Context: an optimization exercise on an open-source flow, tuned for small area. The choices shown serve that exercise and are no tape-out recipe.
Where RTL was checked, it was by simulation tests only, not by an equivalence proof against the original.
Only the layout flow was run in run 6; the RTL was not checked for function there.
No activity file was given, so power comes from the tool's default toggle rates.

===== flow/design.v =====
package proc_pkg;
    localparam logic [1:0]  BTB_CNT_SNT = 2'd0;
    localparam logic [1:0]  BTB_CNT_WNT = 2'd1;
    localparam logic [1:0]  BTB_CNT_WT  = 2'd2;
    localparam logic [1:0]  BTB_CNT_ST  = 2'd3;
    localparam logic [4:0]  OPC_BRANCH  = 5'b11000;
    localparam logic [31:0] NOP_INSTR   = 32'h0000_0013;
    localparam logic [31:0] HALT_INSTR  = 32'h000f_0033;
endpackage
module m_sat_counter2 (
    input  logic [1:0] ctr,
    input  logic       taken,
    output logic [1:0] next
);
    always_comb begin
        next = ctr;
        if (taken) begin
            if (ctr != proc_pkg::BTB_CNT_ST) next = ctr + 2'd1;
        end else begin
            if (ctr != proc_pkg::BTB_CNT_SNT) next = ctr - 2'd1;
        end
    end
endmodule
module m_branch_target_buffer #(
    parameter int unsigned IDX_W    = 6,
    parameter int unsigned TAG_W    = 8,
    parameter logic [1:0]  CNT_INIT = 2'b10
) (
    input  logic        clk,
    input  logic        rst,
    input  logic        ce,
    input  logic        lookup_en,
    input  logic [31:0] lookup_pc,
    output logic        pred_hit,
    output logic        pred_taken,
    output logic [31:0] pred_target,
    input  logic        upd_en,
    input  logic [31:0] upd_pc,
    input  logic        upd_taken,
    input  logic [31:0] upd_target,
    input  logic        upd_mispredict,
    output logic [31:0] hit_cnt,
    output logic [31:0] mispredict_cnt
);
    localparam int unsigned ENTRIES = 2 ** IDX_W;
    localparam int unsigned TAG_LO  = IDX_W + 2;
    localparam int unsigned TAG_HI  = IDX_W + TAG_W + 1;
    logic [ENTRIES-1:0] valid_q;
    logic [TAG_W-1:0]   tag_q [ENTRIES];
    logic [31:0]        tgt_q [ENTRIES];
    logic [1:0]         ctr_q [ENTRIES];
    logic [IDX_W-1:0]   lk_idx, upd_idx;
    logic [TAG_W-1:0]   lk_tag, upd_tag;
    logic [ENTRIES-1:0] lk_sel, upd_sel;
    logic               t_we, c_we, upd_hit;
    logic               u_valid;
    logic [TAG_W-1:0]   u_tag;
    logic [1:0]         u_ctr, ctr_nxt, wr_ctr;
    logic               r_valid, r_ctr1;
    logic [TAG_W-1:0]   r_tag;
    logic [31:0]        r_tgt;
    logic               same_idx, byp_t, byp_c, lk_hit, rd_ctr1;
    logic [31:0]        rd_tgt;
    logic               pred_hit_q, pred_taken_q;
    logic [31:0]        pred_target_q;
    logic [31:0]        hit_cnt_q, mis_cnt_q;
    logic               unused_pc_bits;
    assign lk_idx  = lookup_pc[IDX_W+1:2];
    assign lk_tag  = lookup_pc[TAG_HI:TAG_LO];
    assign upd_idx = upd_pc[IDX_W+1:2];
    assign upd_tag = upd_pc[TAG_HI:TAG_LO];
    assign unused_pc_bits = ^{lookup_pc[31:TAG_HI+1], lookup_pc[1:0],
                              upd_pc[31:TAG_HI+1], upd_pc[1:0]};
    always_comb begin
        for (int i = 0; i < ENTRIES; i++) begin
            lk_sel[i]  = (lk_idx == i[IDX_W-1:0]);
            upd_sel[i] = (upd_idx == i[IDX_W-1:0]);
        end
    end
    always_comb begin
        u_valid = 1'b0;
        u_tag   = '0;
        u_ctr   = '0;
        for (int i = 0; i < ENTRIES; i++) begin
            u_valid = u_valid | (upd_sel[i] & valid_q[i]);
            u_tag   = u_tag   | ({TAG_W{upd_sel[i]}} & tag_q[i]);
            u_ctr   = u_ctr   | ({2{upd_sel[i]}} & ctr_q[i]);
        end
    end
    m_sat_counter2 u_upd_ctr (
        .ctr   (u_ctr),
        .taken (upd_taken),
        .next  (ctr_nxt)
    );
    always_comb begin
        upd_hit = u_valid && (u_tag == upd_tag);
        t_we    = ce && upd_en && upd_taken;
        c_we    = ce && upd_en && (upd_hit || upd_taken);
        wr_ctr  = upd_hit ? ctr_nxt : CNT_INIT;
    end
    for (genvar g = 0; g < ENTRIES; g++) begin : g_ent
        always_ff @(posedge clk or posedge rst) begin
            if (rst) begin
                valid_q[g] <= 1'b0;
            end else if (t_we && upd_sel[g]) begin
                valid_q[g] <= 1'b1;
            end
        end
        always_ff @(posedge clk) begin
            if (t_we && upd_sel[g]) begin
                tag_q[g] <= upd_tag;
                tgt_q[g] <= upd_target;
            end
        end
        always_ff @(posedge clk) begin
            if (c_we && upd_sel[g]) begin
                ctr_q[g] <= wr_ctr;
            end
        end
    end
    always_comb begin
        r_valid = 1'b0;
        r_tag   = '0;
        r_tgt   = '0;
        r_ctr1  = 1'b0;
        for (int i = 0; i < ENTRIES; i++) begin
            r_valid = r_valid | (lk_sel[i] & valid_q[i]);
            r_tag   = r_tag   | ({TAG_W{lk_sel[i]}} & tag_q[i]);
            r_tgt   = r_tgt   | ({32{lk_sel[i]}} & tgt_q[i]);
            r_ctr1  = r_ctr1  | (lk_sel[i] & ctr_q[i][1]);
        end
    end
    always_comb begin
        same_idx = (upd_idx == lk_idx);
        byp_t    = t_we && same_idx;
        byp_c    = c_we && same_idx;
        lk_hit   = byp_t ? (upd_tag == lk_tag) : (r_valid && (r_tag == lk_tag));
        rd_tgt   = byp_t ? upd_target : r_tgt;
        rd_ctr1  = byp_c ? wr_ctr[1] : r_ctr1;
    end
    always_ff @(posedge clk or posedge rst) begin
        if (rst) begin
            pred_hit_q    <= 1'b0;
            pred_taken_q  <= 1'b0;
            pred_target_q <= 32'h0;
        end else if (ce && lookup_en) begin
            pred_hit_q    <= lk_hit;
            pred_taken_q  <= lk_hit && rd_ctr1;
            pred_target_q <= lk_hit ? rd_tgt : 32'h0;
        end
    end
    always_ff @(posedge clk or posedge rst) begin
        if (rst) begin
            hit_cnt_q <= 32'h0;
        end else if (ce && lookup_en && lk_hit && (hit_cnt_q != 32'hFFFF_FFFF)) begin
            hit_cnt_q <= hit_cnt_q + 32'd1;
        end
    end
    always_ff @(posedge clk or posedge rst) begin
        if (rst) begin
            mis_cnt_q <= 32'h0;
        end else if (ce && upd_en && upd_mispredict && (mis_cnt_q != 32'hFFFF_FFFF)) begin
            mis_cnt_q <= mis_cnt_q + 32'd1;
        end
    end
    assign pred_hit       = pred_hit_q;
    assign pred_taken     = pred_taken_q;
    assign pred_target    = pred_target_q;
    assign hit_cnt        = hit_cnt_q;
    assign mispredict_cnt = mis_cnt_q;
endmodule

===== flow/run.sh =====
#!/bin/bash
# synth_recipe.tcl (not shown) runs the flow's synth.tcl, then flattens the netlist and writes it again
# the make line also repeats each setting of config.mk as NAME=value (left out here)
make -C /OpenROAD-flow-scripts/flow DESIGN_CONFIG=/design/flow/config.mk WORK_HOME=/design/flow/orfs CLKGATE_MAP_FILE= SYNTH_SCRIPT=/design/flow/synth_recipe.tcl finish

===== flow/config.mk =====
export PLATFORM = sky130hd
export DESIGN_NAME = m_branch_target_buffer
export DESIGN_NICKNAME = m_branch_target_buffer
export VERILOG_FILES = /design/flow/design.v
export SDC_FILE = /design/flow/constraint.sdc
export NUM_CORES = 4
export LEC_CHECK = 0
export CAP_MARGIN = 20
export CORE_MARGIN = 2
export CORE_UTILIZATION = 70
export CTS_BUF_LIST = sky130_fd_sc_hd__clkbuf_8
export PLACE_DENSITY = 0.82
export SLEW_MARGIN = 20

===== flow/constraint.sdc =====
create_clock -name core_clock -period 5.0 [get_ports {clk}]
set_input_delay 1.0000 -clock core_clock [delete_from_list [all_inputs] [get_ports {clk}]]
set_output_delay 1.0000 -clock core_clock [all_outputs]
set_load 0.01 [all_outputs]

==> results.json, run 1 <==
{
  "status": "aborted with a tool error",
  "lastStage": "5_1_grt",
  "error": "[ERROR GRT-0232] Routing congestion too high. Check the congestion heatmap in the GUI.",
  "routabilityCongestion": 1.105,
  "dp.cells": 9359,
  "gr-usage-all-layers_pct": 84.95,
  "seq_area_frac_synth_pct": 76.76,
  "place_ws_ns": -1.264,
  "io_buffers": 164,
  "synth_cell_types": 76,
  "rows": 145,
  "initial_utilization_pct": 70.62,
  "cts_made_buffers": 428,
  "synth_warnings": 5,
  "synth_edf_count": 2688,
  "post_cts_buffers": 0,
  "dieHeight_um": 401.2,
  "ios": 201,
  "antenna_found_initial": 106,
  "synth_ff_type": "edfxtp_1",
  "clock_sinks": 2850,
  "die_w_um": 401.2,
  "hpwl_um": 302700,
  "cts_root_buf": "clkbuf_8",
  "cts_htree_levels": 5,
  "grt_max_degree": 68,
  "grt-worst-endpoint": "ctr_q[63][1]$_DFFE_PP_/DE",
  "async_flop_share_pct": 5.684,
  "worstEpCategory": "sequential cell input",
  "grt_overflow_total": 244,
  "syn_inst": 7009,
  "synth-seq-cells": 2850,
  "synth_area_um2": 110400,
  "clock_path_buffers": 4,
  "avgSynthCellArea_um2": 15.76,
  "cts_hold_buf": 0
}
power groups by stage:
stage	registers [µW]	logic [µW]	clock network, µW
after CTS	26300	1950	19200
after detailed placement	26800	1900	0
after global placement	26800	1820	0
after floorplan	26800	700	0
cell families after synthesis:
logic type	Yosys count	share of synthesized area, %
buf+inv	519	1.884
compound gates	1409	9.775
simple gates	2095	10.40
flops	2850	76.76
mux	45	0.4498
xor+xnor	88	0.6979
fa+ha+maj	3	0.03172
cells in the mapped netlist, types with 73 or more instances:
master / count / area, µm²
nor3_1: 73 / 365.4
nand3_1: 784 / 3924
a32oi_1: 85 / 744.5
and3_1: 73 / 456.7
nor2_1: 190 / 713.2
clkbuf_1: 392 / 1471
dfrtp_1: 162 / 4054
nand2_1: 189 / 709.4
o21ai_0: 76 / 380.4
a22oi_1: 996 / 7477
nor4_1: 84 / 525.5
nand4_1: 430 / 2690
edfxtp_1: 2688 / 80720
a22o_1: 94 / 823.3
a221oi_1: 85 / 744.5
metal layers:
layer,GRT overflow,global-route usage [%]
met1,41,85.17
met2,104,92.93
met3,25,79.94
met4,72,79.85
met5,2,64.76
timing repair:
action / CTS
resized for setup: 1
endpoints found under the setup margin: 256
cloned: 0
how the worst max path moves through the flow:
stage / from / to / slack (ns) / cells past startpoint
after floorplan: upd_pc[2] / tag_q[11][0] / -0.24 / 10
after detailed placement: upd_pc[3] / ctr_q[11][1] / -1.26 / 16
after CTS: upd_pc[3] / ctr_q[63][1] / 0.10 / 16
after global placement: upd_pc[3] / ctr_q[32][0] / -1.40 / 16
metrics by stage:
stage	util, %	hold slack (ns)	total power (µW)	cell area, µm²
4_1_cts	81.96	0.1910	47470	128200
3_5_place_dp	76.82	0.4802	28680	120100
3_3_place_gp	76.81	0.4606	28600	120100
2_1_floorplan	-	0.4540	27450	110500
==> run 2: changes to the inputs <==
--- a/flow/config.mk
+++ b/flow/config.mk
@@ -7,7 +7,5 @@
 export LEC_CHECK = 0
 export CAP_MARGIN = 20
 export CORE_MARGIN = 2
-export CORE_UTILIZATION = 70
-export CTS_BUF_LIST = sky130_fd_sc_hd__clkbuf_8
-export PLACE_DENSITY = 0.82
+export CORE_UTILIZATION = 40
 export SLEW_MARGIN = 20
==> run 2 against run 1 <==
Net effect:
- synthesized cell count stayed put
- area after synthesis did not move
- the run now finishes clean
==> results.json, run 2 <==
{
  "syn_inst": 7009,
  "synth_common_cells": "2688 x edfxtp_1, 996 x a22oi_1, 784 x nand3_1",
  "required_ns": 5.78,
  "grt_max_degree": 66,
  "synth_top_cell_by_area": "edfxtp_1",
  "crit_buf_inv": 8,
  "gr-usage-all-layers_pct": 38.76,
  "first_global_vias": 76320,
  "top_layer": "met5",
  "firstDrtPassIters": 7,
  "drive_gt1_share_pct": 19.63,
  "path_common_cell": "buf_12",
  "cap_violations": 0,
  "rows": 192,
  "fillers": 23100,
  "critPathMaxFanout": 10,
  "largest_reg_flops": 2048,
  "critPathLaunch": "lookup_pc[3]",
  "startpoint_type": "input pin",
  "wl_met3_um": 86490,
  "grt_pass1_wl_um": 723300,
  "drtIter0Drc": 19500,
  "clk_pin_slew_worst_paths_ns": 0.06,
  "regMostFlops": "tgt_q",
  "wl_met2_um": 234600,
  "post_cts_buffers": 0,
  "syn2layout_area_growth_pct": 21.15,
  "cts_tree": "done",
  "synth_ff_type": "edfxtp_1",
  "r2r_end": "ctr_q[17][0]",
  "max-slew-margin-rel_pct": 15.20,
  "hold_viol": 0,
  "cpLargestDelayFamily": "simple AND/OR/NAND/NOR gates",
  "met1Wirelength_um": 193600,
  "max_stage_delay_ns": 0.69,
  "r2r-start": "tag_q[20][3]",
  "tightest_slew_ns": 1.272,
  "initial_utilization_pct": 40.29,
  "layout.nets": 7857,
  "cts_root_buf": "clkbuf_16",
  "avgViaCountPerCell": 7.158,
  "endpoint_kind": "flop",
  "crit_path_cell_trace": "clkdlybuf4s50_1 -> buf_12 -> buf_4 -> nand2_1 -> buf_12 -> nor3_2 -> a22oi_1 -> nand4_1 -> or4_1 -> buf_12 -> o2111ai_1 -> nor4_1 -> buf_4 -> a31oi_4 -> buf_12 -> buf_4 -> nor3_2 -> xor2_1",
  "crit_arrival_ns": 5.49,
  "die_w_um": 529.4,
  "yosys.cell_count.top_type": "edfxtp_1",
  "holdCritPathClass": "input pin to flop",
  "dieHeight_um": 529.4,
  "cts_made_buffers": 306,
  "synth_area_um2": 110400,
  "fmax_mhz": 212.1,
  "clock_latency_ns": 0.92,
  "rrSetupSlack_ns": 0.84,
  "place_area_um2": 123600,
  "reg2reg_depth": 12,
  "final-setup-viol-count": 0,
  "status": "no timing/DRC/antenna violations",
  "clock_path_buffers": 4,
  "synth_top_area_share_pct": 73.09,
  "synth-seq-cells": 2850,
  "drv_slew": 0,
  "antenna_left": 0,
  "crit_type": "input pin to flop",
  "antenna_found_initial": 40,
  "whs_endpoint": "tgt_q[30][13]",
  "rsz0062_at_grt": "false",
  "fp.dieArea_um2": 280300,
  "layout_common_cells": "2688 x edfxtp_1, 996 x a22oi_1, 783 x nand3_1",
  "leakage_uw": 0.04395,
  "ios": 201,
  "vias": 83760,
  "cts_resized": 0,
  "synth_cell_types": 76,
  "avgSynthCellArea_um2": 15.76,
  "cts_htree_levels": 5,
  "coreArea_um2": 274100,
  "routabilityCongestion": 1.023,
  "layout_commonest_cell": "edfxtp_1",
  "cp_slowest_cell": "nor3_2",
  "vdd_drop_max_uv": 298.8,
  "synth_edf_count": 2688,
  "async_flop_share_pct": 5.684,
  "fin_crit_ns": 4.715,
  "power.density_nw_per_um2": 388.2,
  "drc": 0,
  "hpwl_um": 324000,
  "fin_area_um2": 133800,
  "synth_area_leaders": "edfxtp_1 73%, a22oi_1 6.8%, dfrtp_1 3.7%, nand3_1 3.6%, nand4_1 2.4%",
  "layout.cells.non_filler": 11700,
  "synth_warnings": 5,
  "fin_skew_ns": 0.08680,
  "min_path_cells": 1,
  "dp.cells": 11130,
  "cts_hold_buf": 0,
  "avgRoutedWirePerCell_um": 47.59,
  "clock_sinks": 2850,
  "hold_start": "upd_target[13]",
  "io_buffers": 164,
  "reg_top3": "tgt_q: 2048 flops, tag_q: 512 flops, ctr_q: 128 flops",
  "drt_wl_total_um": 556900,
  "final_core_util_pct": 48.81,
  "seq_area_frac_synth_pct": 76.76,
  "grt_overflow_total": 0,
  "timing.final.crit_share_pct": 94.29
}
[run 2: cell counts after synthesis]
No cell type changed its count.
[run 2: power breakdown]
| group | total (µW) | leakage (µW) | switching [µW] | internal, µW |
|---|---|---|---|---|
| Combinational | 2220 | 0.0123 | 1580 | 632 |
| Sequential | 26300 | 0.0267 | 95.5 | 26200 |
| Clock | 23400 | 0.00493 | 9780 | 13700 |
| Total | 51900 | 0.0439 | 11500 | 40500 |
[run 2: layout make-up]
class | count | area [µm²] | share of cell area, %
sequential | 2850 | 84770 | 63.36
multi-input combinational | 3640 | 24700 | 18.46
timing repair buffer | 943 | 9512 | 7.109
clock buffer | 390 | 8244 | 6.162
tap | 3686 | 4612 | 3.447
clock inverter | 159 | 1854 | 1.386
antenna | 22 | 55.05 | 0.04115
inverter | 11 | 45.04 | 0.03367
[run 2: cell families after synthesis]
family	synth area share, %
AO/OA/AOI/OAI	9.775
flip-flops	76.76
XOR/XNOR	0.6979
buffers and inverters	1.884
multiplexers	0.4498
AND/OR/NAND/NOR	10.40
adder cells (fa/ha/maj)	0.03172
[run 2: metrics by stage]
stage	setup WS, ns	TNS, ns	hold WS (ns)	power (µW)
3_3_place_gp	-0.5685	-146.90	0.4685	28870
5_1_grt	0.2758	0	0.4612	52740
4_1_cts	0.4103	0	0.4444	51740
6_report	0.2853	0	0.4780	51940
2_1_floorplan	-0.2388	-177.51	0.4540	27450
3_5_place_dp	-0.4869	-107.43	0.4739	28890
[run 2: worst max path at each step]
| stage | end | slack, ns | cells past startpoint |
|---|---|---|---|
| after floorplan | tag_q[11][0] | -0.24 | 10 |
| after global routing | hit_cnt_q[2] | 0.28 | 18 |
| after global placement | hit_cnt_q[3] | -0.57 | 18 |
| after CTS | pred_target_q[24] | 0.41 | 17 |
| final | hit_cnt_q[18] | 0.29 | 18 |
| after detailed placement | hit_cnt_q[3] | -0.49 | 18 |
[run 2: routing by layer]
layer / vias to the layer above / track usage [%]
met1: 42580 / 51.21
met5: - / 0
li1: 30380 / -
met2: 8833 / 55.75
met3: 1947 / 11.71
met4: 22 / 24.22
[run 2: worst reg2reg max path, delay by kind of cell, from the launching register on]
family,cells,cell delay [ns]
AND/OR/NAND/NOR,5,1.37
AO/OA/AOI/OAI,3,1.20
buffers and inverters,4,0.80
flip-flops,1,0.57
==> run 3: changes to the inputs <==
--- a/flow/design.v
+++ b/flow/design.v
@@ -52,18 +52,19 @@
     logic [IDX_W-1:0]   lk_idx, upd_idx;
     logic [TAG_W-1:0]   lk_tag, upd_tag;
     logic [ENTRIES-1:0] lk_sel, upd_sel;
-    logic               t_we, c_we, upd_hit;
+    logic               u_we, t_we, upd_hit;
     logic               u_valid;
     logic [TAG_W-1:0]   u_tag;
     logic [1:0]         u_ctr, ctr_nxt, wr_ctr;
     logic               r_valid, r_ctr1;
     logic [TAG_W-1:0]   r_tag;
     logic [31:0]        r_tgt;
-    logic               same_idx, byp_t, byp_c, lk_hit, rd_ctr1;
+    logic               lk_en, same_idx, byp_t, byp_c, lk_hit, rd_ctr1, miss_c1;
     logic [31:0]        rd_tgt;
-    logic               pred_hit_q, pred_taken_q;
-    logic [31:0]        pred_target_q;
-    logic [31:0]        hit_cnt_q, mis_cnt_q;
+    logic               pred_hit_q, pred_ctr1_q;
+    logic [31:0]        pred_tgt_q;
+    logic [31:0]        hit_base_q, mis_base_q, hit_sum, mis_sum;
+    logic               hit_pend_q, mis_pend_q, hit_full, mis_full;
     logic               unused_pc_bits;
     assign lk_idx  = lookup_pc[IDX_W+1:2];
     assign lk_tag  = lookup_pc[TAG_HI:TAG_LO];
@@ -94,9 +95,9 @@
     );
     always_comb begin
         upd_hit = u_valid && (u_tag == upd_tag);
-        t_we    = ce && upd_en && upd_taken;
-        c_we    = ce && upd_en && (upd_hit || upd_taken);
-        wr_ctr  = upd_hit ? ctr_nxt : CNT_INIT;
+        u_we    = ce && upd_en;
+        t_we    = u_we && upd_taken;
+        wr_ctr  = upd_hit ? ctr_nxt : (upd_taken ? CNT_INIT : u_ctr);
     end
     for (genvar g = 0; g < ENTRIES; g++) begin : g_ent
         always_ff @(posedge clk or posedge rst) begin
@@ -113,7 +114,7 @@
             end
         end
         always_ff @(posedge clk) begin
-            if (c_we && upd_sel[g]) begin
+            if (u_we && upd_sel[g]) begin
                 ctr_q[g] <= wr_ctr;
             end
         end
@@ -131,41 +132,69 @@
         end
     end
     always_comb begin
+        lk_en    = ce && lookup_en;
         same_idx = (upd_idx == lk_idx);
         byp_t    = t_we && same_idx;
-        byp_c    = c_we && same_idx;
-        lk_hit   = byp_t ? (upd_tag == lk_tag) : (r_valid && (r_tag == lk_tag));
+        byp_c    = u_we && same_idx;
+        lk_hit   = (byp_t || r_valid) && ((byp_t ? upd_tag : r_tag) == lk_tag);
         rd_tgt   = byp_t ? upd_target : r_tgt;
-        rd_ctr1  = byp_c ? wr_ctr[1] : r_ctr1;
+        miss_c1  = upd_taken ? CNT_INIT[1] : u_ctr[1];
+        rd_ctr1  = upd_hit ? (byp_c ? ctr_nxt[1] : r_ctr1) : (byp_c ? miss_c1 : r_ctr1);
     end
     always_ff @(posedge clk or posedge rst) begin
         if (rst) begin
-            pred_hit_q    <= 1'b0;
-            pred_taken_q  <= 1'b0;
-            pred_target_q <= 32'h0;
-        end else if (ce && lookup_en) begin
-            pred_hit_q    <= lk_hit;
-            pred_taken_q  <= lk_hit && rd_ctr1;
-            pred_target_q <= lk_hit ? rd_tgt : 32'h0;
-        end
-    end
+            pred_hit_q <= 1'b0;
+        end else if (lk_en) begin
+            pred_hit_q <= lk_hit;
+        end
+    end
+    always_ff @(posedge clk) begin
+        if (lk_en) begin
+            pred_ctr1_q <= rd_ctr1;
+            pred_tgt_q  <= rd_tgt;
+        end
+    end
+    m_btb_count_add1 u_hit_sum (.base(hit_base_q), .inc(hit_pend_q), .sum(hit_sum), .full(hit_full));
+    m_btb_count_add1 u_mis_sum (.base(mis_base_q), .inc(mis_pend_q), .sum(mis_sum), .full(mis_full));
     always_ff @(posedge clk or posedge rst) begin
         if (rst) begin
-            hit_cnt_q <= 32'h0;
-        end else if (ce && lookup_en && lk_hit && (hit_cnt_q != 32'hFFFF_FFFF)) begin
-            hit_cnt_q <= hit_cnt_q + 32'd1;
-        end
-    end
-    always_ff @(posedge clk or posedge rst) begin
-        if (rst) begin
-            mis_cnt_q <= 32'h0;
-        end else if (ce && upd_en && upd_mispredict && (mis_cnt_q != 32'hFFFF_FFFF)) begin
-            mis_cnt_q <= mis_cnt_q + 32'd1;
+            hit_base_q <= 32'h0;
+            hit_pend_q <= 1'b0;
+            mis_base_q <= 32'h0;
+            mis_pend_q <= 1'b0;
+        end else begin
+            hit_base_q <= hit_sum;
+            hit_pend_q <= lk_en && lk_hit && !hit_full;
+            mis_base_q <= mis_sum;
+            mis_pend_q <= ce && upd_en && upd_mispredict && !mis_full;
         end
     end
     assign pred_hit       = pred_hit_q;
-    assign pred_taken     = pred_taken_q;
-    assign pred_target    = pred_target_q;
-    assign hit_cnt        = hit_cnt_q;
-    assign mispredict_cnt = mis_cnt_q;
+    assign pred_taken     = pred_hit_q & pred_ctr1_q;
+    assign pred_target    = {32{pred_hit_q}} & pred_tgt_q;
+    assign hit_cnt        = hit_sum;
+    assign mispredict_cnt = mis_sum;
 endmodule
+module m_btb_count_add1 (
+    input  logic [31:0] base,
+    input  logic        inc,
+    output logic [31:0] sum,
+    output logic        full
+);
+    logic [7:0] grp_ones;
+    logic [7:0] grp_cin;
+    always_comb begin
+        for (int g = 0; g < 8; g++) grp_ones[g] = &base[4*g +: 4];
+        grp_cin[0] = inc;
+        for (int g = 1; g < 8; g++) grp_cin[g] = grp_cin[g-1] & grp_ones[g-1];
+        for (int g = 0; g < 8; g++) begin
+            for (int b = 0; b < 4; b++) begin
+                logic c;
+                c = grp_cin[g];
+                for (int k = 0; k < b; k++) c = c & base[4*g + k];
+                sum[4*g + b] = base[4*g + b] ^ c;
+            end
+        end
+        full = &sum;
+    end
+endmodule
--- a/flow/config.mk
+++ b/flow/config.mk
@@ -8,4 +8,6 @@
 export CAP_MARGIN = 20
 export CORE_MARGIN = 2
 export CORE_UTILIZATION = 40
+export CTS_CLUSTER_DIAMETER = 60
+export CTS_CLUSTER_SIZE = 20
 export SLEW_MARGIN = 20
==> run 3 against run 2 <==
Net effect:
- clock skew rose by 0.010 ns
- clock power down 29%
- largest cell class unchanged
- die area fell by 0.30%
- still clean
- highest routed layer unchanged
==> results.json, run 3 <==
{
  "seq_area_frac_synth_pct": 77.19,
  "ios": 201,
  "synth_top_cell_by_area": "edfxtp_1",
  "endpoint_kind": "output pin",
  "synth_top_family_by_area": "simple AND/OR/NAND/NOR gates",
  "clock_sinks": 2852,
  "synth_warnings": 6,
  "power.density_nw_per_um2": 346.6,
  "synthMuxAreaShare_pct": 0.2841,
  "startpoint_type": "flop",
  "grt_overflow_total": 0,
  "hpwl_um": 344100,
  "tightest_slew_ns": 1.356,
  "place_area_um2": 124500,
  "io_buffers": 164,
  "final_core_util_pct": 47.84,
  "drv_slew": 0,
  "yosys.area_share.adder_pct": 0.5648,
  "clk_pin_slew_worst_paths_ns": 0.08,
  "firstDrtPassIters": 7,
  "drc": 0,
  "status": "no timing/DRC/antenna violations",
  "initial_utilization_pct": 40.24,
  "final-setup-viol-count": 0,
  "synth_area_leaders": "edfxtp_1 74%, a22oi_1 8.1%, dfrtp_1 3.0%, nand3_1 2.8%, nand4_1 2.4%",
  "reg_top3": "tgt_q: 2048 flops, tag_q: 512 flops, ctr_q: 128 flops",
  "async_flop_share_pct": 4.593,
  "timing.final.crit_share_pct": 95.22,
  "avgSynthCellArea_um2": 15.96,
  "synth-xor-area-share_pct": 0.2784,
  "yosys.cell_count.top_type": "edfxtp_1",
  "cts_made_buffers": 203,
  "layout_common_cells": "2721 x edfxtp_1, 1186 x a22oi_1, 658 x buf_4",
  "yosys.area_share.simple_pct": 9.943,
  "p_switching_uw": 10460,
  "cts_hold_buf": 0,
  "cts_htree_levels": 4,
  "post_cts_buffers": 0,
  "fin_skew_ns": 0.09705,
  "grt_pass1_wl_um": 738600,
  "dp.cells": 11050,
  "crit_type": "flop to output pin",
  "cts_tree": "done",
  "fin_area_um2": 130900,
  "regMostFlops": "tgt_q",
  "dieHeight_um": 528.6,
  "drtIter0Drc": 20210,
  "seq_power_share_pct": 58.1,
  "antenna_left": 0,
  "rsz0062_at_grt": "false",
  "fin_setup_tns_ns": 0,
  "rows": 192,
  "die_w_um": 528.6,
  "vias": 84050,
  "cap_violations": 0,
  "synth_cell_types": 65,
  "synth-seq-cells": 2852,
  "synth_ff_type": "edfxtp_1",
  "hold_viol": 0,
  "required_ns": 4.00,
  "internal-power_uw": 34910,
  "leakage_uw": 0.04321,
  "avgRoutedWirePerCell_um": 50.25,
  "fillers": 22970,
  "clock_path_buffers": 4,
  "largest_reg_flops": 2048,
  "switching_share_pct": 23.06,
  "fp.dieArea_um2": 279500,
  "layout_commonest_cell": "edfxtp_1",
  "grt_max_degree": 67,
  "layout.nets": 7824,
  "critPathMaxFanout": 3,
  "clkPwrFrac_pct": 36.7,
  "fmax_mhz": 210.0,
  "fin_crit_ns": 4.761,
  "syn2layout_area_growth_pct": 18.89,
  "clock_latency_ns": 0.95,
  "gr-usage-all-layers_pct": 40.10,
  "first_global_vias": 75870,
  "drt_wl_total_um": 573400,
  "synth_common_cells": "2721 x edfxtp_1, 1186 x a22oi_1, 613 x nand3_1",
  "coreArea_um2": 273600,
  "syn_inst": 6899,
  "holdCritPathClass": "input pin to flop",
  "avgViaCountPerCell": 7.367,
  "drive_gt1_share_pct": 19.00,
  "synth_top_area_share_pct": 74.22,
  "layout.cells.non_filler": 11410,
  "vdd_drop_max_uv": 262.4,
  "cts_root_buf": "clkbuf_16",
  "routabilityCongestion": 1.034,
  "antenna_found_initial": 65,
  "synth_edf_count": 2721,
  "synth_area_um2": 110100,
  "crit_arrival_ns": 3.76,
  "synth_compound_area_share_pct": 9.818,
  "max-slew-margin-rel_pct": 9.410,
  "p_comb_share_pct": 5.2
}
==> run 3: kinds of logic (layout without fill, tap and decap cells) <==
kind of cell,count (synthesis),count (layout)
other cells,0,40
compound gates,1424,1424
simple gates,2013,2013
flops,2852,2852
fa+ha+maj,50,50
xor+xnor,35,35
mux,29,29
buf+inv,496,1377
==> run 3: per-stage QoR <==
step	total power, µW	hold slack [ns]	setup slack [ns]
after floorplan	27570	0.4530	0.1578
after global placement	29110	0.4653	-0.3383
after detailed placement	29130	0.4770	-0.2019
after CTS	45130	0.4237	0.02852
after global routing	46080	0.4545	0.04595
final	45370	0.4520	0.2391
==> run 3: cell type report <==
type	count	area (µm²)	share of cell area [%]
repair buffers	1056	11150	8.516
well taps	3589	4491	3.431
diodes	40	100.1	0.07647
inverters	9	36.28	0.02772
flip-flops and latches	2852	84990	64.93
multi-input cells	3551	24060	18.38
clock inverters	76	770.7	0.5888
clock buffers	236	5303	4.051
==> run 3: worst paths after layout <==
check | startpoint | slack, ns | end | cells after the start
min | upd_pc[12] | 0.45 | tag_q[58][4] | 1
max reg2reg | tag_q[14][4] | 0.99 | ctr_q[7][0] | 13
min reg2reg | hit_base_q[31] | 0.48 | hit_base_q[31] | 1
max in group asynchronous | rst | 3.41 | valid_q[43] | 3
max | hit_pend_q | 0.24 | hit_cnt[31] | 11
min in group asynchronous | rst | 0.63 | hit_base_q[4] | 2
==> run 3: critical path, cell delays in order, from the launching register on <==
cell	delay [ns]
dfrtp_2	0.46
nand2_1	0.11
nor3_2	0.28
inv_1	0.14
nor4_4	0.25
inv_1	0.10
nor3_1	0.24
ha_1	0.20
ha_1	0.14
ha_1	0.15
xor2_1	0.22
clkdlybuf4s50_1	0.58
==> run 3: what timing repair did <==
action / CTS / global route
endpoints found under the setup margin: 7 / 2
pin swaps: 0 / 1
gates cloned: 0 / 0
gates resized for setup: 7 / 2
==> run 3: power by group through the flow <==
stage	sequential (µW)	clock [µW]	combinational [µW]
global route	26400	17400	2360
detailed placement	26900	0	2220
CTS	26400	16500	2230
finish	26400	16600	2360
global placement	26900	0	2210
floorplan	26900	0	706
==> run 3: routing by layer <==
metal | part of all wire [%] | GRT usage [%] | up-vias
li1 | - | - | 29900
met1 | 35 | 54.27 | 42630
met2 | 41 | 55.39 | 9589
met3 | 17 | 13.43 | 1916
met4 | 7.4 | 24.77 | 22
met5 | 0.026 | 0 | -
==> run 4: changes to the inputs <==
==> flow/flow/run.sh (new file) <==
#!/bin/bash
# Own layout flow: the standard flow (standard.sh) run stage by stage, with
#  - the standard synthesis unchanged;
#  - the large buffers kept out of placement's design repair (slew and capacitance then get
#    small buffers); timing repair after clock tree synthesis may use any cell;
#  - clock tree: larger sink clusters and no dummy loads.
# Variables go on make's command line (ORFS drops environment variables in its sub-makes).
# Each stage's full make output goes to its own log file in the work folder.
set -euo pipefail

PLAT="sky130_fd_sc_hd__probe_p_8 sky130_fd_sc_hd__probec_p_8 sky130_fd_sc_hd__lpflow_bleeder_1 sky130_fd_sc_hd__lpflow_clkbufkapwr_1 sky130_fd_sc_hd__lpflow_clkbufkapwr_16 sky130_fd_sc_hd__lpflow_clkbufkapwr_2 sky130_fd_sc_hd__lpflow_clkbufkapwr_4 sky130_fd_sc_hd__lpflow_clkbufkapwr_8 sky130_fd_sc_hd__lpflow_clkinvkapwr_1 sky130_fd_sc_hd__lpflow_clkinvkapwr_16 sky130_fd_sc_hd__lpflow_clkinvkapwr_2 sky130_fd_sc_hd__lpflow_clkinvkapwr_4 sky130_fd_sc_hd__lpflow_clkinvkapwr_8 sky130_fd_sc_hd__lpflow_decapkapwr_12 sky130_fd_sc_hd__lpflow_decapkapwr_3 sky130_fd_sc_hd__lpflow_decapkapwr_4 sky130_fd_sc_hd__lpflow_decapkapwr_6 sky130_fd_sc_hd__lpflow_decapkapwr_8 sky130_fd_sc_hd__lpflow_inputiso0n_1 sky130_fd_sc_hd__lpflow_inputiso0p_1 sky130_fd_sc_hd__lpflow_inputiso1n_1 sky130_fd_sc_hd__lpflow_inputiso1p_1 sky130_fd_sc_hd__lpflow_inputisolatch_1 sky130_fd_sc_hd__lpflow_isobufsrc_1 sky130_fd_sc_hd__lpflow_isobufsrc_16 sky130_fd_sc_hd__lpflow_isobufsrc_2 sky130_fd_sc_hd__lpflow_isobufsrc_4 sky130_fd_sc_hd__lpflow_isobufsrc_8 sky130_fd_sc_hd__lpflow_isobufsrckapwr_16 sky130_fd_sc_hd__lpflow_lsbuf_lh_hl_isowell_tap_1 sky130_fd_sc_hd__lpflow_lsbuf_lh_hl_isowell_tap_2 sky130_fd_sc_hd__lpflow_lsbuf_lh_hl_isowell_tap_4 sky130_fd_sc_hd__lpflow_lsbuf_lh_isowell_4 sky130_fd_sc_hd__lpflow_lsbuf_lh_isowell_tap_1 sky130_fd_sc_hd__lpflow_lsbuf_lh_isowell_tap_2 sky130_fd_sc_hd__lpflow_lsbuf_lh_isowell_tap_4"
BIG="sky130_fd_sc_hd__buf_6 sky130_fd_sc_hd__buf_8 sky130_fd_sc_hd__buf_12 sky130_fd_sc_hd__buf_16 sky130_fd_sc_hd__bufbuf_8 sky130_fd_sc_hd__bufbuf_16 sky130_fd_sc_hd__bufinv_8 sky130_fd_sc_hd__bufinv_16 sky130_fd_sc_hd__clkbuf_8 sky130_fd_sc_hd__clkdlybuf4s50_1 sky130_fd_sc_hd__clkdlybuf4s50_2 sky130_fd_sc_hd__clkdlybuf4s25_1 sky130_fd_sc_hd__clkdlybuf4s25_2 sky130_fd_sc_hd__clkdlybuf4s15_1 sky130_fd_sc_hd__clkdlybuf4s15_2 sky130_fd_sc_hd__clkdlybuf4s18_1 sky130_fd_sc_hd__clkdlybuf4s18_2"
CLK16="sky130_fd_sc_hd__clkbuf_16"
CTS="-sink_clustering_enable -repair_clock_nets -dont_use_dummy_load -sink_clustering_size 20 -sink_clustering_max_diameter 60 -buf_list $CLK16"

bash standard.sh synth > log_synth.txt 2>&1
bash standard.sh floorplan "DONT_USE_CELLS=$PLAT $BIG $CLK16" REMOVE_ABC_BUFFERS=1 > log_floorplan.txt 2>&1
bash standard.sh place "DONT_USE_CELLS=$PLAT $BIG $CLK16" > log_place.txt 2>&1
bash standard.sh cts "DONT_USE_CELLS=$PLAT" "CTS_ARGS=$CTS" > log_cts.txt 2>&1
bash standard.sh finish "DONT_USE_CELLS=$PLAT" > log_finish.txt 2>&1
==> flow/standard.sh (new file) <==
#!/bin/bash
# synth_recipe.tcl (not shown) runs the flow's synth.tcl, then flattens the netlist and writes it again
# the make line also repeats each setting of config.mk as NAME=value (left out here)
make -C /OpenROAD-flow-scripts/flow DESIGN_CONFIG=/design/flow/config.mk WORK_HOME=/design/flow/orfs CLKGATE_MAP_FILE= SYNTH_SCRIPT=/design/flow/synth_recipe.tcl "${@:-finish}"
--- a/flow/config.mk
+++ b/flow/config.mk
@@ -8,6 +8,7 @@
 export CAP_MARGIN = 20
 export CORE_MARGIN = 2
 export CORE_UTILIZATION = 40
-export CTS_CLUSTER_DIAMETER = 60
-export CTS_CLUSTER_SIZE = 20
+export GPL_TIMING_DRIVEN = 0
+export PLACE_DENSITY = 0.6
+export SETUP_SLACK_MARGIN = 0.6
 export SLEW_MARGIN = 20
removed: flow/run.sh
==> run 4 against run 3 <==
Net effect:
- still clean on timing, DRC and antenna
- sequential power is essentially flat
- global-route usage shrank 3.0 points
- count of clock-buffer cells in the layout is 57 lower
- cell count down 1.6%
- non-clock buffer count fell by 119
- core utilization fell by 2.0 points
- via count increased by 1.7%
- sequential cell count stayed put
- register-to-register slack gained 0.14 ns
- synthesized cell count did not move
- critical path depth is the same
- sequential share of layout area up 2.9 points
==> results.json, run 4 <==
{
  "layout_commonest_cell": "edfxtp_1",
  "ios": 201,
  "syn2layout_area_growth_pct": 13.84,
  "cts_made_buffers": 179,
  "grt_max_degree": 74,
  "antenna_found_initial": 73,
  "drv_slew": 0,
  "hpwl_um": 352800,
  "fin_skew_ns": 0.08334,
  "hold_viol": 0,
  "synth_ff_type": "edfxtp_1",
  "clock_sinks": 2852,
  "avgSynthCellArea_um2": 15.96,
  "cts_htree_levels": 4,
  "firstDrtPassIters": 14,
  "synth-seq-cells": 2852,
  "vias": 85520,
  "die_w_um": 528.6,
  "synth_area_leaders": "edfxtp_1 74%, a22oi_1 8.1%, dfrtp_1 3.0%, nand3_1 2.8%, nand4_1 2.4%",
  "regMostFlops": "tgt_q",
  "fmax_mhz": 211.9,
  "power.density_nw_per_um2": 338.3,
  "startpoint_type": "input pin",
  "synth_common_cells": "2721 x edfxtp_1, 1186 x a22oi_1, 613 x nand3_1",
  "required_ns": 5.55,
  "max-slew-margin-rel_pct": 16.06,
  "rsz0062_at_grt": "true",
  "avgRoutedWirePerCell_um": 47.93,
  "drive_gt1_share_pct": 17.53,
  "layout_common_cells": "2721 x edfxtp_1, 1186 x a22oi_1, 611 x nand3_1",
  "dp.cells": 10870,
  "drtIter0Drc": 22350,
  "status": "no timing/DRC/antenna violations",
  "first_global_vias": 74690,
  "drt_wl_total_um": 537900,
  "synth_cell_types": 65,
  "synth_area_um2": 110100,
  "fp.dieArea_um2": 279500,
  "holdCritPathClass": "input pin to async pin",
  "critPathMaxFanout": 22,
  "synth_compound_area_share_pct": 9.818,
  "endpoint_kind": "flop",
  "reg_top3": "tgt_q: 2048 flops, tag_q: 512 flops, ctr_q: 128 flops",
  "coreArea_um2": 273600,
  "synth_warnings": 6,
  "tightest_slew_ns": 1.259,
  "timing.final.crit_share_pct": 94.37,
  "clock_latency_ns": 0.90,
  "io_buffers": 164,
  "leakage_uw": 0.04125,
  "drc": 0,
  "synth_edf_count": 2721,
  "layout.cells.non_filler": 11220,
  "cts_tree": "done",
  "grt_overflow_total": 0,
  "yosys.cell_count.top_type": "edfxtp_1",
  "initial_utilization_pct": 40.24,
  "crit_arrival_ns": 5.27,
  "synth_top_area_share_pct": 74.22,
  "clk_pin_slew_worst_paths_ns": 0.08,
  "seq_area_frac_synth_pct": 77.19,
  "synth_top_cell_by_area": "edfxtp_1",
  "grt_pass1_wl_um": 693000,
  "cap_violations": 0,
  "async_flop_share_pct": 4.593,
  "clock_path_buffers": 3,
  "final-setup-viol-count": 0,
  "synth-xor-area-share_pct": 0.2784,
  "vdd_drop_max_uv": 261.1,
  "dieHeight_um": 528.6,
  "rows": 192,
  "layout.nets": 7700,
  "crit_type": "input pin to flop",
  "routabilityCongestion": 0.9221,
  "avgViaCountPerCell": 7.622,
  "largest_reg_flops": 2048,
  "fin_hold_ws_ns": 0.1668,
  "yosys.area_share.simple_pct": 9.943,
  "synth_top_family_by_area": "simple AND/OR/NAND/NOR gates",
  "synthMuxAreaShare_pct": 0.2841,
  "gr-usage-all-layers_pct": 37.14,
  "cts_hold_buf": 0,
  "cts_root_buf": "clkbuf_16",
  "fin_crit_ns": 4.719,
  "syn_inst": 6899,
  "yosys.area_share.adder_pct": 0.5648,
  "antenna_left": 0
}
## run 4: cell types whose count changed in the layout (fill, tap and decap cells not counted), moves of 27 or more
cell	before	now
clkbuf_1	27	0
buf_6	1	39
buf_2	40	178
clkdlybuf4s50_1	118	0
buf_12	235	6
buf_1	0	112
buf_4	658	587
diode_2	40	85
## run 4: worst paths after layout
check	from	end	slack (ns)	depth (start not counted)
worst max-delay path	upd_pc[6]	ctr_q[31][1]	0.28	11
worst min-delay path	rst	hit_base_q[3]	0.17	2
worst max register to register	tag_q[62][4]	ctr_q[31][0]	1.13	10
worst min register to register	hit_base_q[31]	hit_base_q[31]	0.48	1
max in group asynchronous	rst	pred_hit_q	3.43	3
min in group core_clock	upd_target[9]	tgt_q[54][9]	0.37	1
## run 4: cells by family after synthesis
group | after synthesis
buffers and inverters | 496
XOR/XNOR | 35
adder cells (fa/ha/maj) | 50
AND/OR/NAND/NOR | 2013
AO/OA/AOI/OAI | 1424
flip-flops | 2852
multiplexers | 29
## run 4: timing repair
action | in CTS | in global routing
setup endpoints to repair | 203 | 138
gates resized for setup | 110 | 59
gates cloned | 10 | 11
pin swaps | 18 | 14
setup buffers | 36 | 29
## run 4: final cells by class
| type | instances | area (µm²) |
|---|---|---|
| fillers | 23370 | 148300 |
| flip-flops and latches | 2852 | 84990 |
| multi-input cells | 3570 | 24620 |
| repair buffers | 937 | 6489 |
| well taps | 3589 | 4491 |
| clock buffers | 179 | 4479 |
| diodes | 85 | 212.7 |
| inverters | 9 | 43.79 |
## run 4: report_power, final
group	internal (µW)	switching, µW	leakage, µW
registers	26300	70.1	0.0263
logic	485	1570	0.0128
clock network	6320	7670	0.00221
## run 4: worst max-delay path: stages
cell       delay (ns)
clkbuf_4         0.35
buf_4            0.49
nand2_1          0.40
nor2_2           0.93
a2111oi_0        0.27
and4_1           0.29
nand4_1          0.23
xnor2_1          0.19
and4_1           0.29
nand4bb_4        0.29
maj3_4           0.50
## run 4: per-layer routing
layer  GRT usage (%)  up-vias  wire length, µm
met5           1.818        -              754
met4           23.97       44            47120
met3           18.83     2924           103100
met2           51.39    10840           215500
met1           45.31    42140           171400
li1                -    29580                -
## run 4: metrics by stage
step	cell area [µm²]	util, %	setup slack (ns)	power (µW)	setup TNS [ns]
after detailed placement	119200	43.56	-1.948	28600	-268.28
final	125300	45.80	0.2813	42390	0
after global placement	113100	41.34	-18.54	28500	-
after global routing	125200	45.75	0.5724	42970	0
after CTS	124500	45.50	0.5815	41940	0
after floorplan	108000	-	-4.271	27490	-7924.85
==> run 5: changes to the inputs <==
--- a/flow/flow/run.sh
+++ b/flow/flow/run.sh
@@ -3,7 +3,7 @@
 #  - the standard synthesis unchanged;
 #  - the large buffers kept out of placement's design repair (slew and capacitance then get
 #    small buffers); timing repair after clock tree synthesis may use any cell;
-#  - clock tree: larger sink clusters and no dummy loads.
+#  - clock tree: clkbuf_8 sink buffers on clusters of up to 14 flip-flops, no dummy loads.
 # Variables go on make's command line (ORFS drops environment variables in its sub-makes).
 # Each stage's full make output goes to its own log file in the work folder.
 set -euo pipefail
@@ -11,7 +11,7 @@
 PLAT="sky130_fd_sc_hd__probe_p_8 sky130_fd_sc_hd__probec_p_8 sky130_fd_sc_hd__lpflow_bleeder_1 sky130_fd_sc_hd__lpflow_clkbufkapwr_1 sky130_fd_sc_hd__lpflow_clkbufkapwr_16 sky130_fd_sc_hd__lpflow_clkbufkapwr_2 sky130_fd_sc_hd__lpflow_clkbufkapwr_4 sky130_fd_sc_hd__lpflow_clkbufkapwr_8 sky130_fd_sc_hd__lpflow_clkinvkapwr_1 sky130_fd_sc_hd__lpflow_clkinvkapwr_16 sky130_fd_sc_hd__lpflow_clkinvkapwr_2 sky130_fd_sc_hd__lpflow_clkinvkapwr_4 sky130_fd_sc_hd__lpflow_clkinvkapwr_8 sky130_fd_sc_hd__lpflow_decapkapwr_12 sky130_fd_sc_hd__lpflow_decapkapwr_3 sky130_fd_sc_hd__lpflow_decapkapwr_4 sky130_fd_sc_hd__lpflow_decapkapwr_6 sky130_fd_sc_hd__lpflow_decapkapwr_8 sky130_fd_sc_hd__lpflow_inputiso0n_1 sky130_fd_sc_hd__lpflow_inputiso0p_1 sky130_fd_sc_hd__lpflow_inputiso1n_1 sky130_fd_sc_hd__lpflow_inputiso1p_1 sky130_fd_sc_hd__lpflow_inputisolatch_1 sky130_fd_sc_hd__lpflow_isobufsrc_1 sky130_fd_sc_hd__lpflow_isobufsrc_16 sky130_fd_sc_hd__lpflow_isobufsrc_2 sky130_fd_sc_hd__lpflow_isobufsrc_4 sky130_fd_sc_hd__lpflow_isobufsrc_8 sky130_fd_sc_hd__lpflow_isobufsrckapwr_16 sky130_fd_sc_hd__lpflow_lsbuf_lh_hl_isowell_tap_1 sky130_fd_sc_hd__lpflow_lsbuf_lh_hl_isowell_tap_2 sky130_fd_sc_hd__lpflow_lsbuf_lh_hl_isowell_tap_4 sky130_fd_sc_hd__lpflow_lsbuf_lh_isowell_4 sky130_fd_sc_hd__lpflow_lsbuf_lh_isowell_tap_1 sky130_fd_sc_hd__lpflow_lsbuf_lh_isowell_tap_2 sky130_fd_sc_hd__lpflow_lsbuf_lh_isowell_tap_4"
 BIG="sky130_fd_sc_hd__buf_6 sky130_fd_sc_hd__buf_8 sky130_fd_sc_hd__buf_12 sky130_fd_sc_hd__buf_16 sky130_fd_sc_hd__bufbuf_8 sky130_fd_sc_hd__bufbuf_16 sky130_fd_sc_hd__bufinv_8 sky130_fd_sc_hd__bufinv_16 sky130_fd_sc_hd__clkbuf_8 sky130_fd_sc_hd__clkdlybuf4s50_1 sky130_fd_sc_hd__clkdlybuf4s50_2 sky130_fd_sc_hd__clkdlybuf4s25_1 sky130_fd_sc_hd__clkdlybuf4s25_2 sky130_fd_sc_hd__clkdlybuf4s15_1 sky130_fd_sc_hd__clkdlybuf4s15_2 sky130_fd_sc_hd__clkdlybuf4s18_1 sky130_fd_sc_hd__clkdlybuf4s18_2"
 CLK16="sky130_fd_sc_hd__clkbuf_16"
-CTS="-sink_clustering_enable -repair_clock_nets -dont_use_dummy_load -sink_clustering_size 20 -sink_clustering_max_diameter 60 -buf_list $CLK16"
+CTS="-sink_clustering_enable -repair_clock_nets -dont_use_dummy_load -sink_clustering_size 14 -sink_clustering_max_diameter 50 -buf_list sky130_fd_sc_hd__clkbuf_8 -root_buf $CLK16 -sink_clustering_buffer sky130_fd_sc_hd__clkbuf_8"
 
 bash standard.sh synth > log_synth.txt 2>&1
 bash standard.sh floorplan "DONT_USE_CELLS=$PLAT $BIG $CLK16" REMOVE_ABC_BUFFERS=1 > log_floorplan.txt 2>&1
==> run 5 against run 4 <==
Net effect:
- still clean on timing, DRC and antenna
- largest cell class unchanged
- routed wire length increased by 0.30%
- synthesized cell count unchanged
- maximum frequency about the same
- clock skew increased by 0.013 ns
- count of clock-buffer cells in the layout increased by 96
- via count increased by 0.58%
==> results.json, run 5 <==
{
  "power.density_nw_per_um2": 334.9,
  "hpwl_um": 352800,
  "initial_utilization_pct": 40.24,
  "fillers": 23410,
  "synth_warnings": 6,
  "layout_commonest_cell": "edfxtp_1",
  "grt_pass1_wl_um": 696000,
  "clk_pin_slew_worst_paths_ns": 0.10,
  "reg_top3": "tgt_q: 2048 flops, tag_q: 512 flops, ctr_q: 128 flops",
  "dieHeight_um": 528.6,
  "ios": 201,
  "layout_common_cells": "2721 x edfxtp_1, 1186 x a22oi_1, 611 x nand3_1",
  "syn2layout_area_growth_pct": 13.54,
  "layout.nets": 7791,
  "synth_top_cell_by_area": "edfxtp_1",
  "async_flop_share_pct": 4.593,
  "drv_slew": 0,
  "finalWorstSetupSlack_ns": 0.2850,
  "max-slew-margin-rel_pct": 13.67,
  "cap_violations": 0,
  "fin_area_um2": 125000,
  "required_ns": 5.79,
  "syn_inst": 6899,
  "seq_area_frac_synth_pct": 77.19,
  "largest_reg_flops": 2048,
  "synth_common_cells": "2721 x edfxtp_1, 1186 x a22oi_1, 613 x nand3_1",
  "avgViaCountPerCell": 7.604,
  "grt_max_degree": 74,
  "drc": 0,
  "final_core_util_pct": 45.69,
  "clock_sinks": 2852,
  "leakage_uw": 0.04119,
  "fmax_mhz": 212.1,
  "cts_htree_levels": 5,
  "status": "no timing/DRC/antenna violations",
  "hold_viol": 0,
  "antenna_left": 0,
  "firstDrtPassIters": 22,
  "switching_share_pct": 22.84,
  "clock_latency_ns": 0.92,
  "antenna_found_initial": 62,
  "vdd_drop_max_uv": 197.2,
  "avgRoutedWirePerCell_um": 47.69,
  "synth_cell_types": 65,
  "synth_area_um2": 110100,
  "first_global_vias": 75580,
  "place_ws_ns": -1.948,
  "cts_hold_buf": 0,
  "gr-usage-all-layers_pct": 37.27,
  "grt_overflow_total": 0,
  "synth_top_area_share_pct": 74.22,
  "tightest_slew_ns": 1.294,
  "io_buffers": 164,
  "startpoint_type": "input pin",
  "drive_gt1_share_pct": 18.55,
  "cts_root_buf": "clkbuf_16",
  "clkPwrFrac_pct": 32.2,
  "internal-power_uw": 32300,
  "power_uw": 41860,
  "avgSynthCellArea_um2": 15.96,
  "synth_area_leaders": "edfxtp_1 74%, a22oi_1 8.1%, dfrtp_1 3.0%, nand3_1 2.8%, nand4_1 2.4%",
  "seq_power_share_pct": 62.9,
  "fin_skew_ns": 0.09632,
  "synth_ff_type": "edfxtp_1",
  "endpoint_kind": "flop",
  "fp.dieArea_um2": 279500,
  "synth_edf_count": 2721,
  "cts_made_buffers": 275,
  "fin_hold_ws_ns": 0.1548,
  "yosys.cell_count.top_type": "edfxtp_1",
  "timing.final.crit_share_pct": 94.30,
  "coreArea_um2": 273600,
  "regMostFlops": "tgt_q",
  "drt_wl_total_um": 539500,
  "place_area_um2": 119200,
  "p_switching_uw": 9560,
  "vias": 86020,
  "cts_tree": "done",
  "rows": 192,
  "p_comb_share_pct": 4.9,
  "synth-seq-cells": 2852,
  "critPathMaxFanout": 17,
  "clock_path_buffers": 4,
  "crit_arrival_ns": 5.50,
  "fin_crit_ns": 4.715,
  "final-setup-viol-count": 0,
  "holdCritPathClass": "input pin to async pin",
  "crit_type": "input pin to flop",
  "rsz0062_at_grt": "false",
  "drtIter0Drc": 22610,
  "die_w_um": 528.6,
  "routabilityCongestion": 0.9221
}
-- run 5: cell counts after synthesis --
Identical to the previous run, type by type.
-- run 5: logic make-up (layout without fill, tap and decap cells) --
group	count (synthesis)	count (layout)	synth area share [%]
flip-flops	2852	2852	77.19
AND/OR/NAND/NOR	2013	2019	9.943
AO/OA/AOI/OAI	1424	1424	9.818
buffers and inverters	496	1220	1.918
adder cells (fa/ha/maj)	50	55	0.5648
XOR/XNOR	35	35	0.2784
multiplexers	29	33	0.2841
other	0	85	0
-- run 5: cell type report --
type	count	area, µm²	area share (%)
repair buffers	936	6502	5.202
clock buffers	275	4156	3.325
diodes	85	212.7	0.1702
flip-flops and latches	2852	84990	67.99
multi-input cells	3566	24610	19.69
inverters	9	43.79	0.03503
well taps	3589	4491	3.592
-- run 5: final timing paths --
| check | startpoint | endpoint | cells past startpoint | slack (ns) |
|---|---|---|---|---|
| max reg2reg | tag_q[20][4] | ctr_q[20][0] | 10 | 0.96 |
| min in group core_clock | upd_target[9] | tgt_q[54][9] | 1 | 0.38 |
| max | lookup_pc[4] | hit_pend_q | 12 | 0.28 |
| min | rst | mis_base_q[26] | 2 | 0.15 |
| min reg2reg | hit_base_q[31] | hit_base_q[31] | 1 | 0.48 |
| max in group asynchronous | rst | pred_hit_q | 3 | 3.45 |
-- run 5: power groups by stage --
stage          registers, µW  clock network, µW  logic (µW)
6_report               26300              13500        2040
5_1_grt                26400              14100        2000
4_1_cts                26300              13200        1800
3_5_place_dp           26900                  0        1720
3_3_place_gp           26900                  0        1570
2_1_floorplan          26900                  0         623
-- run 5: layer usage --
layer	vias up	routed length [µm]	global-route usage, %	part of all wire [%]
li1	29710	-	-	-
met1	42230	172600	45.59	32
met3	3076	102000	18.45	19
met4	42	48520	25.00	9.0
met5	-	1029	1.766	0.19
met2	10960	215300	51.34	40
-- run 5: stage by stage --
step                      cells  TNS (ns)
after detailed placement  10870   -268.28
final                     11310         0
after floorplan            6412  -7924.85
after global routing      11250         0
after CTS                 11190         0
after global placement    10170         -
-- run 5: worst max-delay path, stage by stage --
cell and delay, ns:
clkdlybuf4s18_2 0.45, nor4bb_4 0.50, buf_4 0.39, and2_4 0.64, buf_4 0.55, a22oi_1 0.21
nand3_1 0.12, nor4_1 0.06, a31oi_2 0.56, xnor2_1 0.24, o2111ai_4 0.36, nor4_2 0.35
-- run 5: what timing repair did --
item	in CTS	in global routing
gates cloned	10	6
setup endpoints to repair	192	135
pin swaps	16	19
gates resized for setup	104	81
setup buffers	31	34
==> run 6: changes to the inputs <==
--- a/flow/design.v
+++ b/flow/design.v
@@ -63,8 +63,7 @@
     logic [31:0]        rd_tgt;
     logic               pred_hit_q, pred_ctr1_q;
     logic [31:0]        pred_tgt_q;
-    logic [31:0]        hit_base_q, mis_base_q, hit_sum, mis_sum;
-    logic               hit_pend_q, mis_pend_q, hit_full, mis_full;
+    logic [31:0]        hit_cnt_q, mis_cnt_q;
     logic               unused_pc_bits;
     assign lk_idx  = lookup_pc[IDX_W+1:2];
     assign lk_tag  = lookup_pc[TAG_HI:TAG_LO];
@@ -154,47 +153,23 @@
             pred_tgt_q  <= rd_tgt;
         end
     end
-    m_btb_count_add1 u_hit_sum (.base(hit_base_q), .inc(hit_pend_q), .sum(hit_sum), .full(hit_full));
-    m_btb_count_add1 u_mis_sum (.base(mis_base_q), .inc(mis_pend_q), .sum(mis_sum), .full(mis_full));
     always_ff @(posedge clk or posedge rst) begin
         if (rst) begin
-            hit_base_q <= 32'h0;
-            hit_pend_q <= 1'b0;
-            mis_base_q <= 32'h0;
-            mis_pend_q <= 1'b0;
-        end else begin
-            hit_base_q <= hit_sum;
-            hit_pend_q <= lk_en && lk_hit && !hit_full;
-            mis_base_q <= mis_sum;
-            mis_pend_q <= ce && upd_en && upd_mispredict && !mis_full;
+            hit_cnt_q <= 32'h0;
+        end else if (lk_en && lk_hit && (hit_cnt_q != 32'hFFFF_FFFF)) begin
+            hit_cnt_q <= hit_cnt_q + 32'd1;
+        end
+    end
+    always_ff @(posedge clk or posedge rst) begin
+        if (rst) begin
+            mis_cnt_q <= 32'h0;
+        end else if (ce && upd_en && upd_mispredict && (mis_cnt_q != 32'hFFFF_FFFF)) begin
+            mis_cnt_q <= mis_cnt_q + 32'd1;
         end
     end
     assign pred_hit       = pred_hit_q;
     assign pred_taken     = pred_hit_q & pred_ctr1_q;
     assign pred_target    = {32{pred_hit_q}} & pred_tgt_q;
-    assign hit_cnt        = hit_sum;
-    assign mispredict_cnt = mis_sum;
+    assign hit_cnt        = hit_cnt_q;
+    assign mispredict_cnt = mis_cnt_q;
 endmodule
-module m_btb_count_add1 (
-    input  logic [31:0] base,
-    input  logic        inc,
-    output logic [31:0] sum,
-    output logic        full
-);
-    logic [7:0] grp_ones;
-    logic [7:0] grp_cin;
-    always_comb begin
-        for (int g = 0; g < 8; g++) grp_ones[g] = &base[4*g +: 4];
-        grp_cin[0] = inc;
-        for (int g = 1; g < 8; g++) grp_cin[g] = grp_cin[g-1] & grp_ones[g-1];
-        for (int g = 0; g < 8; g++) begin
-            for (int b = 0; b < 4; b++) begin
-                logic c;
-                c = grp_cin[g];
-                for (int k = 0; k < b; k++) c = c & base[4*g + k];
-                sum[4*g + b] = base[4*g + b] ^ c;
-            end
-        end
-        full = &sum;
-    end
-endmodule
==> flow/flow/run.sh (replaced) <==
#!/bin/bash
# Own layout flow: the standard flow (standard.sh) run stage by stage, with
#  - the standard synthesis unchanged;
#  - the large buffers kept out of placement's design repair (slew and capacitance then get
#    small buffers); timing repair after clock tree synthesis may use any cell;
#  - clock tree: larger sink clusters and no dummy loads.
# Variables go on make's command line (ORFS drops environment variables in its sub-makes).
# Each stage's full make output goes to its own log file in the work folder.
set -euo pipefail

PLAT="sky130_fd_sc_hd__probe_p_8 sky130_fd_sc_hd__probec_p_8 sky130_fd_sc_hd__lpflow_bleeder_1 sky130_fd_sc_hd__lpflow_clkbufkapwr_1 sky130_fd_sc_hd__lpflow_clkbufkapwr_16 sky130_fd_sc_hd__lpflow_clkbufkapwr_2 sky130_fd_sc_hd__lpflow_clkbufkapwr_4 sky130_fd_sc_hd__lpflow_clkbufkapwr_8 sky130_fd_sc_hd__lpflow_clkinvkapwr_1 sky130_fd_sc_hd__lpflow_clkinvkapwr_16 sky130_fd_sc_hd__lpflow_clkinvkapwr_2 sky130_fd_sc_hd__lpflow_clkinvkapwr_4 sky130_fd_sc_hd__lpflow_clkinvkapwr_8 sky130_fd_sc_hd__lpflow_decapkapwr_12 sky130_fd_sc_hd__lpflow_decapkapwr_3 sky130_fd_sc_hd__lpflow_decapkapwr_4 sky130_fd_sc_hd__lpflow_decapkapwr_6 sky130_fd_sc_hd__lpflow_decapkapwr_8 sky130_fd_sc_hd__lpflow_inputiso0n_1 sky130_fd_sc_hd__lpflow_inputiso0p_1 sky130_fd_sc_hd__lpflow_inputiso1n_1 sky130_fd_sc_hd__lpflow_inputiso1p_1 sky130_fd_sc_hd__lpflow_inputisolatch_1 sky130_fd_sc_hd__lpflow_isobufsrc_1 sky130_fd_sc_hd__lpflow_isobufsrc_16 sky130_fd_sc_hd__lpflow_isobufsrc_2 sky130_fd_sc_hd__lpflow_isobufsrc_4 sky130_fd_sc_hd__lpflow_isobufsrc_8 sky130_fd_sc_hd__lpflow_isobufsrckapwr_16 sky130_fd_sc_hd__lpflow_lsbuf_lh_hl_isowell_tap_1 sky130_fd_sc_hd__lpflow_lsbuf_lh_hl_isowell_tap_2 sky130_fd_sc_hd__lpflow_lsbuf_lh_hl_isowell_tap_4 sky130_fd_sc_hd__lpflow_lsbuf_lh_isowell_4 sky130_fd_sc_hd__lpflow_lsbuf_lh_isowell_tap_1 sky130_fd_sc_hd__lpflow_lsbuf_lh_isowell_tap_2 sky130_fd_sc_hd__lpflow_lsbuf_lh_isowell_tap_4"
BIG="sky130_fd_sc_hd__buf_6 sky130_fd_sc_hd__buf_8 sky130_fd_sc_hd__buf_12 sky130_fd_sc_hd__buf_16 sky130_fd_sc_hd__bufbuf_8 sky130_fd_sc_hd__bufbuf_16 sky130_fd_sc_hd__bufinv_8 sky130_fd_sc_hd__bufinv_16 sky130_fd_sc_hd__clkbuf_8 sky130_fd_sc_hd__clkdlybuf4s50_1 sky130_fd_sc_hd__clkdlybuf4s50_2 sky130_fd_sc_hd__clkdlybuf4s25_1 sky130_fd_sc_hd__clkdlybuf4s25_2 sky130_fd_sc_hd__clkdlybuf4s15_1 sky130_fd_sc_hd__clkdlybuf4s15_2 sky130_fd_sc_hd__clkdlybuf4s18_1 sky130_fd_sc_hd__clkdlybuf4s18_2"
CLK16="sky130_fd_sc_hd__clkbuf_16"
CTS="-sink_clustering_enable -repair_clock_nets -dont_use_dummy_load -sink_clustering_size 20 -sink_clustering_max_diameter 60 -buf_list $CLK16"

bash standard.sh synth > log_synth.txt 2>&1
bash standard.sh floorplan "DONT_USE_CELLS=$PLAT $BIG $CLK16" > log_floorplan.txt 2>&1
bash standard.sh place "DONT_USE_CELLS=$PLAT $BIG $CLK16" > log_place.txt 2>&1
bash standard.sh cts "DONT_USE_CELLS=$PLAT" "CTS_ARGS=$CTS" > log_cts.txt 2>&1
bash standard.sh finish "DONT_USE_CELLS=$PLAT" > log_finish.txt 2>&1
--- a/flow/config.mk
+++ b/flow/config.mk
@@ -5,10 +5,9 @@
 export SDC_FILE = /design/flow/constraint.sdc
 export NUM_CORES = 4
 export LEC_CHECK = 0
-export CAP_MARGIN = 20
+export CAP_MARGIN = 10
 export CORE_MARGIN = 2
 export CORE_UTILIZATION = 40
 export GPL_TIMING_DRIVEN = 0
 export PLACE_DENSITY = 0.6
-export SETUP_SLACK_MARGIN = 0.6
-export SLEW_MARGIN = 20
+export SLEW_MARGIN = 10
==> run 6 against run 5 <==
Net effect:
- now fails the layout checks on capacitance limit, slew limit, setup timing
- setup slack worse by 0.71 ns
- power up 5.5%
- sequential cell count down 2
- highest routed layer unchanged
==> results.json, run 6 <==
{
  "largest_reg_flops": 2048,
  "io_buffers": 161,
  "switching_share_pct": 22.83,
  "hold_viol": 0,
  "crit_arrival_ns": 6.05,
  "seq_power_share_pct": 59.7,
  "internal-power_uw": 34070,
  "grt_pass1_wl_um": 806600,
  "synth_top_area_share_pct": 74.99,
  "critPathMaxFanout": 10,
  "final-setup-viol-count": 504,
  "layout_commonest_cell": "edfxtp_1",
  "cap_violations": 2,
  "leakage_uw": 0.04097,
  "syn2layout_area_growth_pct": 14.95,
  "crit_path_cell_trace": "buf_1 -> buf_6 -> nand2_2 -> buf_4 -> nor2_4 -> buf_4 -> clkbuf_2 -> clkbuf_1 -> a22oi_1 -> nand4_1 -> nor3_1 -> a21oi_1",
  "tightest_slew_ns": 1.601,
  "avgSynthCellArea_um2": 16.42,
  "synth_warnings": 5,
  "yosys.cell_count.top_type": "edfxtp_1",
  "rows": 191,
  "so.violations": "capacitance limit, slew limit, setup timing",
  "syn_inst": 6637,
  "synth_area_leaders": "edfxtp_1 75%, a22oi_1 9.0%, dfrtp_1 3.0%, nand4_1 1.6%, nand2_1 1.1%",
  "p_switching_uw": 10080,
  "vias": 86530,
  "status": "complete, but fails checks",
  "endpoint_kind": "flop",
  "avgRoutedWirePerCell_um": 58.21,
  "fillers": 23250,
  "regMostFlops": "tgt_q",
  "cts_made_buffers": 209,
  "drv_slew": 22,
  "synth-seq-cells": 2850,
  "finalWorstSetupSlack_ns": -0.4257,
  "avgViaCountPerCell": 7.776,
  "path_common_cell": "buf_4",
  "firstDrtPassIters": 9,
  "routabilityCongestion": 1.053,
  "dieHeight_um": 525.9,
  "p_comb_share_pct": 5.0,
  "max-slew-margin-rel_pct": -6.761,
  "power.density_nw_per_um2": 352.5,
  "clock_latency_ns": 0.97,
  "required_ns": 5.62,
  "fp.dieArea_um2": 276600,
  "antenna_found_initial": 105,
  "synth_ff_type": "edfxtp_1",
  "synth_cell_types": 72
}
==> run 6: metrics by stage <==
stage	cell area, µm²	std cells	TNS [ns]	utilization [%]
2_1_floorplan	109100	6637	-48.99	-
3_3_place_gp	114100	10370	-	42.16
3_5_place_dp	118200	10760	-8048.93	43.64
4_1_cts	124300	10990	-8.530	45.91
5_1_grt	125000	11020	-0.06977	46.16
6_report	125300	11130	-60.86	46.26
==> run 6: cell families (layout without fill, tap and decap cells) <==
| kind of cell | Yosys count | after routing | synth area share [%] |
|---|---|---|---|
| flip-flops | 2850 | 2850 | 77.95 |
| AO/OA/AOI/OAI | 1684 | 1684 | 11.94 |
| AND/OR/NAND/NOR | 1553 | 1553 | 7.543 |
| buffers and inverters | 435 | 1233 | 1.588 |
| XOR/XNOR | 83 | 83 | 0.6671 |
| multiplexers | 28 | 28 | 0.2744 |
| adder cells (fa/ha/maj) | 4 | 4 | 0.04133 |
| other | 0 | 123 | 0 |
==> run 6: layout make-up <==
cell class / instances / area [µm²] / area share, %
Clock buffer: 209 / 5230 / 4.175
Tap cell: 3570 / 4467 / 3.566
Sequential cell: 2850 / 84940 / 67.81
Antenna cell: 123 / 307.8 / 0.2457
Buffer: 415 / 2439 / 1.947
Multi-Input combinational cell: 3352 / 23820 / 19.01
Timing Repair Buffer: 600 / 4020 / 3.210
Inverter: 9 / 38.79 / 0.03097
==> run 6: repair_timing <==
action | in CTS | in global routing
setup buffers | 28 | 21
setup endpoints to repair | 2848 | 255
resized for setup | 249 | 189
endpoints found under the hold margin | 1 | 0
pin swaps | 23 | 25
hold buffers | 1 | 0
==> run 6: critical path: cells and delay by family <==
| kind | cells | cell delay [ns] |
|---|---|---|
| buffers and inverters | 6 | 3.27 |
| AOI/OAI and AO/OA | 2 | 0.83 |
| and+or+nand+nor | 4 | 0.89 |
==> run 6: final timing paths <==
check                      slack, ns      startpoint              to
hold reg to reg                 0.48   mis_cnt_q[23]   mis_cnt_q[23]
hold / removal                  0.31  upd_target[22]   tgt_q[47][22]
max in group asynchronous       2.62             rst      valid_q[1]
setup / recovery               -0.43    lookup_pc[3]  pred_tgt_q[22]
setup reg to reg                0.51    tag_q[57][5]    ctr_q[49][0]
min in group asynchronous       0.53             rst   mis_cnt_q[11]
==> run 6: per-layer routing <==
layer,GRT usage [%],part of all wire [%],vias to the layer above
met5,0.8658,0.092,-
met4,37.99,11,48
met3,21.43,17,3159
met2,61.91,40,11310
met1,54.44,32,43010
li1,-,-,29000
==> run 6: power groups by stage <==
| stage | Sequential [µW] | Clock, µW | Combinational [µW] |
|---|---|---|---|
| 2_1_floorplan | 26900 | 0 | 640 |
| 3_3_place_gp | 26900 | 0 | 1840 |
| 3_5_place_dp | 26900 | 0 | 1940 |
| 4_1_cts | 26400 | 15300 | 2000 |
| 5_1_grt | 26400 | 16100 | 2140 |
| 6_report | 26400 | 15600 | 2200 |

Setup slack of run 6, layout unchanged: -0.426 ns with ideal ports, -0.343 ns with driving cells assumed (clock clkbuf_16, inputs buf_2), -1.377 ns with port delays also shifted by the 1.034 ns mid clock arrival.
